Context: an optimization exercise on an open-source flow, tuned for small area, a short achievable clock period and few clock cycles per item. The choices shown serve that exercise and are no tape-out recipe. Function was checked by simulation only, so behaviour that the tests miss may differ from the original. Power figures rest on the tool's default switching activity, not on a simulated workload.

==> run a: inputs <==
Design handle_registry_sorted_table, start of the top module:
module handle_registry_sorted_table #(
  parameter int unsigned CAPACITY    = 64,
  parameter int unsigned VALUE_WIDTH = 32
) (
  input  logic                clk_i,
  input  logic                rst_ni,
  input  logic                in_valid_i,
  output logic                in_stall_o,
  input  hrst_pkg::in_item_t  in_item_i,
  output logic                out_valid_o,
  input  logic                out_stall_i,
  output hrst_pkg::out_item_t out_item_o
);
==> module hrst_ctrl, before the edit <==
module hrst_ctrl #(
  parameter int unsigned VALUE_WIDTH = 32
) (
  input  logic                       clk_i,
  input  logic                       rst_ni,
  input  logic                       in_valid_i,
  output logic                       in_stall_o,
  input  hrst_pkg::in_item_t         in_item_i,
  output logic                       adv_o,
  output logic                       exec_o,
  output logic                       ins_b_next_o,
  input  logic                       pend_full_i,
  output logic [hrst_pkg::KEY_W-1:0] key_a_o,
  output logic [hrst_pkg::KEY_W-1:0] key_an_o,
  output logic [1:0]                 op_b_o,
  output logic [VALUE_WIDTH-1:0]     val_b_o,
  input  logic                       hit_i,
  input  hrst_pkg::out_item_t        res_miss_i,
  input  hrst_pkg::out_item_t        res_hit_i,
  input  logic                       out_stall_i,
  output logic                       out_valid_o,
  output hrst_pkg::out_item_t        out_item_o
);
  logic                a_v_q, a_v_d;
  logic                b_v_q, b_v_d;
  logic                stall_q, stall_d;
  logic                stall_n_q, head_vn_q;    
  logic                b_ins_q, pend_blk_q;
  logic                head_v_q, head_v_d;
  logic                skid_v_q, skid_v_d;
  hrst_pkg::in_item_t  a_q;
  logic [hrst_pkg::KEY_W-1:0] a_keyn_q;
  logic [1:0]          op_b_q;
  logic [VALUE_WIDTH-1:0] val_b_q;
  hrst_pkg::out_item_t head_q, skid_q;
  logic                accept, take, head_free;
  assign exec_o    = b_v_q && !skid_v_q && !(b_ins_q && pend_blk_q);
  assign adv_o     = a_v_q && (!b_v_q || exec_o);
  assign accept    = in_valid_i && stall_n_q;
  assign take      = !head_vn_q && !out_stall_i;
  assign head_free = head_vn_q || take;
  assign a_v_d    = accept || (a_v_q && !adv_o);
  assign b_v_d    = adv_o || (b_v_q && !exec_o);
  assign head_v_d = head_free ? (skid_v_q || exec_o) : 1'b1;
  assign skid_v_d = head_free ? 1'b0 : (skid_v_q || exec_o);
  assign ins_b_next_o = adv_o ? (a_q.operation == hrst_pkg::OP_INSERT)
                              : (op_b_q == hrst_pkg::OP_INSERT);
  assign stall_d  = a_v_d && b_v_d && (skid_v_d || (ins_b_next_o && pend_full_i));
  always_ff @(posedge clk_i or negedge rst_ni) begin
    if (!rst_ni) begin
      a_v_q    <= 1'b0;
      b_v_q    <= 1'b0;
      b_ins_q  <= 1'b0;
      pend_blk_q <= 1'b0;
      stall_q  <= 1'b0;
      head_v_q <= 1'b0;
      stall_n_q <= 1'b1;
      head_vn_q <= 1'b1;
      skid_v_q <= 1'b0;
    end else begin
      a_v_q    <= a_v_d;
      b_v_q    <= b_v_d;
      b_ins_q  <= ins_b_next_o;
      pend_blk_q <= pend_full_i;
      stall_q  <= stall_d;
      head_v_q <= head_v_d;
      stall_n_q <= !stall_d;
      head_vn_q <= !head_v_d;
      skid_v_q <= skid_v_d;
    end
  end
  always_ff @(posedge clk_i) begin
    if (stall_n_q) begin
      a_q      <= in_item_i;
      a_keyn_q <= ~in_item_i.key;
    end
    if (adv_o) begin
      op_b_q  <= a_q.operation;
      val_b_q <= a_q.value[VALUE_WIDTH-1:0];
    end
    if (head_free) begin
      head_q <= hit_i ? (skid_v_q ? skid_q : res_hit_i) : (skid_v_q ? skid_q : res_miss_i);
    end
    if (!skid_v_q) begin
      skid_q <= hit_i ? res_hit_i : res_miss_i;
    end
  end
  assign in_stall_o  = stall_q;
  assign key_a_o     = a_q.key;
  assign key_an_o    = a_keyn_q;
  assign op_b_o      = op_b_q;
  assign val_b_o     = val_b_q;
  assign out_valid_o = head_v_q;
  assign out_item_o  = head_q;
endmodule
export LEC_CHECK = 0
export CAP_MARGIN = 30
export CORE_MARGIN = 2
export CORE_UTILIZATION = 40
export CTS_CLUSTER_DIAMETER = 100
export CTS_CLUSTER_SIZE = 24
export SLEW_MARGIN = 40
export SYNTH_MEMORY_MAX_BITS = 8192
create_clock -name core_clock -period 10.0 [get_ports {clk_i}]
standard.sh (not shown) runs the stock make flow with config.mk's settings and CLKGATE_MAP_FILE= SYNTH_SCRIPT=/design/flow/synth_recipe.tcl, a recipe that flattens the netlist after the stock synthesis.
==> flow/flow/run.sh <==
#!/bin/bash
# Layout: the standard flow (standard.sh) with these changes to how it optimises:
#  - the input and output ports are buffered by sky130_fd_sc_hd__buf_4 instead of the cell
#    buffer_ports picks by default (a delay buffer);
#  - timing repair aims for setup slack SETUP_SLACK_MARGIN ns beyond the constraint, so that it
#    works on the paths that set the achieved period. The clock and the SDC are the standard flow's;
#  - antenna repair gets more iterations after global routing, and after detailed routing
#    flow/post_drt.tcl repairs any antenna violation left and routes again;
#  - after global placement, flow/post_gpl.tcl moves each output port's buffer next to the
#    register that drives it, so the buffer drives the wire to the pin.
# The make output goes to flow_make.log here; ORFS's own logs stay under orfs/logs/.
set -euo pipefail
export BUFFER_PORTS_ARGS="-buffer_cell sky130_fd_sc_hd__buf_4"
export SETUP_SLACK_MARGIN=6.5
export MAX_REPAIR_ANTENNAS_ITER_GRT=10
export POST_DETAIL_ROUTE_TCL="$PWD/flow/post_drt.tcl"
export POST_GLOBAL_PLACE_TCL="$PWD/flow/post_gpl.tcl"
bash standard.sh > flow_make.log 2>&1
==> flow/flow/post_drt.tcl <==
# Sourced by ORFS after detailed routing (POST_DETAIL_ROUTE_TCL). While antenna violations
# remain, repair them again with a ratio margin (diodes or layer jumpers) and route again.
global all_args
set extra_iter 0
while { [check_antennas] && $extra_iter < 4 } {
  repair_antennas -ratio_margin 20
  detailed_route {*}$all_args
  incr extra_iter
}
==> flow/flow/post_gpl.tcl <==
# Sourced by ORFS after global placement (POST_GLOBAL_PLACE_TCL). Each output port keeps its
# buffer; the buffer is moved onto the cell that drives it, so that the buffer, not that cell,
# drives the long wire to the pin. Detailed placement then legalizes the moved buffers.
set moved 0
set blk [ord::get_db_block]
foreach bt [$blk getBTerms] {
  if { [$bt getIoType] != "OUTPUT" } { continue }
  set net [$bt getNet]
  if { $net == "NULL" } { continue }
  foreach it [$net getITerms] {
    if { ![$it isOutputSignal] } { continue }
    set buf [$it getInst]
    foreach in_it [$buf getITerms] {
      if { ![$in_it isInputSignal] } { continue }
      set in_net [$in_it getNet]
      if { $in_net == "NULL" } { continue }
      foreach drv_it [$in_net getITerms] {
        if { ![$drv_it isOutputSignal] } { continue }
        set loc [[$drv_it getInst] getLocation]
        $buf setLocation [lindex $loc 0] [lindex $loc 1]
        incr moved
      }
    }
  }
}
puts "post_gpl: moved $moved output port buffers next to their drivers"
==> run b (differences from run a) <==
--- a/flow/design.v
+++ b/flow/design.v
@@ -53,3 +53,2 @@
   logic                stall_q, stall_d;
-  logic                stall_n_q, head_vn_q;    
   logic                b_ins_q, pend_blk_q;
@@ -65,5 +64,5 @@
   assign adv_o     = a_v_q && (!b_v_q || exec_o);
-  assign accept    = in_valid_i && stall_n_q;
-  assign take      = !head_vn_q && !out_stall_i;
-  assign head_free = head_vn_q || take;
+  assign accept    = in_valid_i && !stall_q;
+  assign take      = head_v_q && !out_stall_i;
+  assign head_free = !head_v_q || take;
   assign a_v_d    = accept || (a_v_q && !adv_o);
@@ -83,4 +82,2 @@
       head_v_q <= 1'b0;
-      stall_n_q <= 1'b1;
-      head_vn_q <= 1'b1;
       skid_v_q <= 1'b0;
@@ -93,4 +90,2 @@
       head_v_q <= head_v_d;
-      stall_n_q <= !stall_d;
-      head_vn_q <= !head_v_d;
       skid_v_q <= skid_v_d;
@@ -99,3 +94,3 @@
   always_ff @(posedge clk_i) begin
-    if (stall_n_q) begin
+    if (!stall_q) begin
       a_q      <= in_item_i;
==> flow/flow/run.sh (replaced) <==
#!/bin/bash
# Layout: the standard flow (standard.sh) with two changes to how it optimises:
#  - the input and output ports are buffered by sky130_fd_sc_hd__buf_4 instead of the cell
#    buffer_ports picks by default (a delay buffer);
#  - timing repair aims for setup slack SETUP_SLACK_MARGIN ns beyond the constraint, so that it
#    works on the paths that set the achieved period. The clock and the SDC are the standard flow's.
# The make output goes to flow_make.log here; ORFS's own logs stay under orfs/logs/.
set -euo pipefail
export BUFFER_PORTS_ARGS="-buffer_cell sky130_fd_sc_hd__buf_4"
export SETUP_SLACK_MARGIN=6.5
bash standard.sh > flow_make.log 2>&1
--- a/flow/config.mk
+++ b/flow/config.mk
@@ -10,4 +10,2 @@
 export CORE_UTILIZATION = 40
-export CTS_CLUSTER_DIAMETER = 100
-export CTS_CLUSTER_SIZE = 24
 export SLEW_MARGIN = 40
removed: flow/flow/post_drt.tcl
removed: flow/flow/post_gpl.tcl
==> qor summary <==
Worst setup path start: run b u_ctrl.head_q[35]$_DFFE_PP_; run a u_dpath.placed_q[1]$_DFF_PN0_
Run status: run b no timing/DRC/antenna violations; run a no timing/DRC/antenna violations
Origin of the critical flop-to-flop path: run b u_dpath.rv_q[6]$_DFF_PN0_; run a u_dpath.placed_q[1]$_DFF_PN0_
Switching power share of the total: run b 0.300; run a 0.314
Post-Place Cells: run b 16600; run a 16600
Final period demand of the worst path: run b 3.71 ns; run a 3.60 ns
WL met2: run b 247 mm; run a 246 mm
Final WL: run b 574 mm; run a 561 mm
Category of the worst setup path capture point: run b primary output; run a flop
Register area share after synthesis: run b 0.674; run a 0.673
Area enclosed by the die boundary: run b 379000 sq um; run a 380000 sq um
Number of gates resized after CTS: run b 134; run a 80
Antenna violations before repair: run b 48; run a 42
Testbench counts of run a, summed over its fixed seeds: cycles 16,037, items 16,000.
Testbench counts of run b, summed over its fixed seeds: cycles 16,037, items 16,000.

static timing again, ports no longer ideal:
The flow's constraints put no driver on any port. The routed layouts listed below were extracted and timed again, unchanged, in two steps. Step 1 sets driving cells, clkbuf_16 on the clock port and buf_2 on the other inputs (assumed; they add their load-dependent delay and slew). Step 2 also shifts input and output timing later by t, the mid clock arrival at the registers, as if the neighbouring blocks saw the same clock. a / b / c = ideal / step 1 / step 2; a / b = the first two.
| run | t, ns | setup WS [ns] | slew at the worst register clock pin (ns) | worst data-port slew with drivers (ns) | pins driven straight from the clock port |
|---|---|---|---|---|---|
| run a | 1.066 | 6.405 / 6.373 / 6.338 | 0.11 / 0.11 | 0.12 | 1 |
| run b | 1.103 | 6.290 / 6.171 / 6.314 | 0.07 / 0.07 | 0.10 | 1 |
After both steps setup and hold are still met in every run listed. The setup slack of run a, which loses most, moves by -0.032 ns with the drivers and by -0.067 ns with both steps.
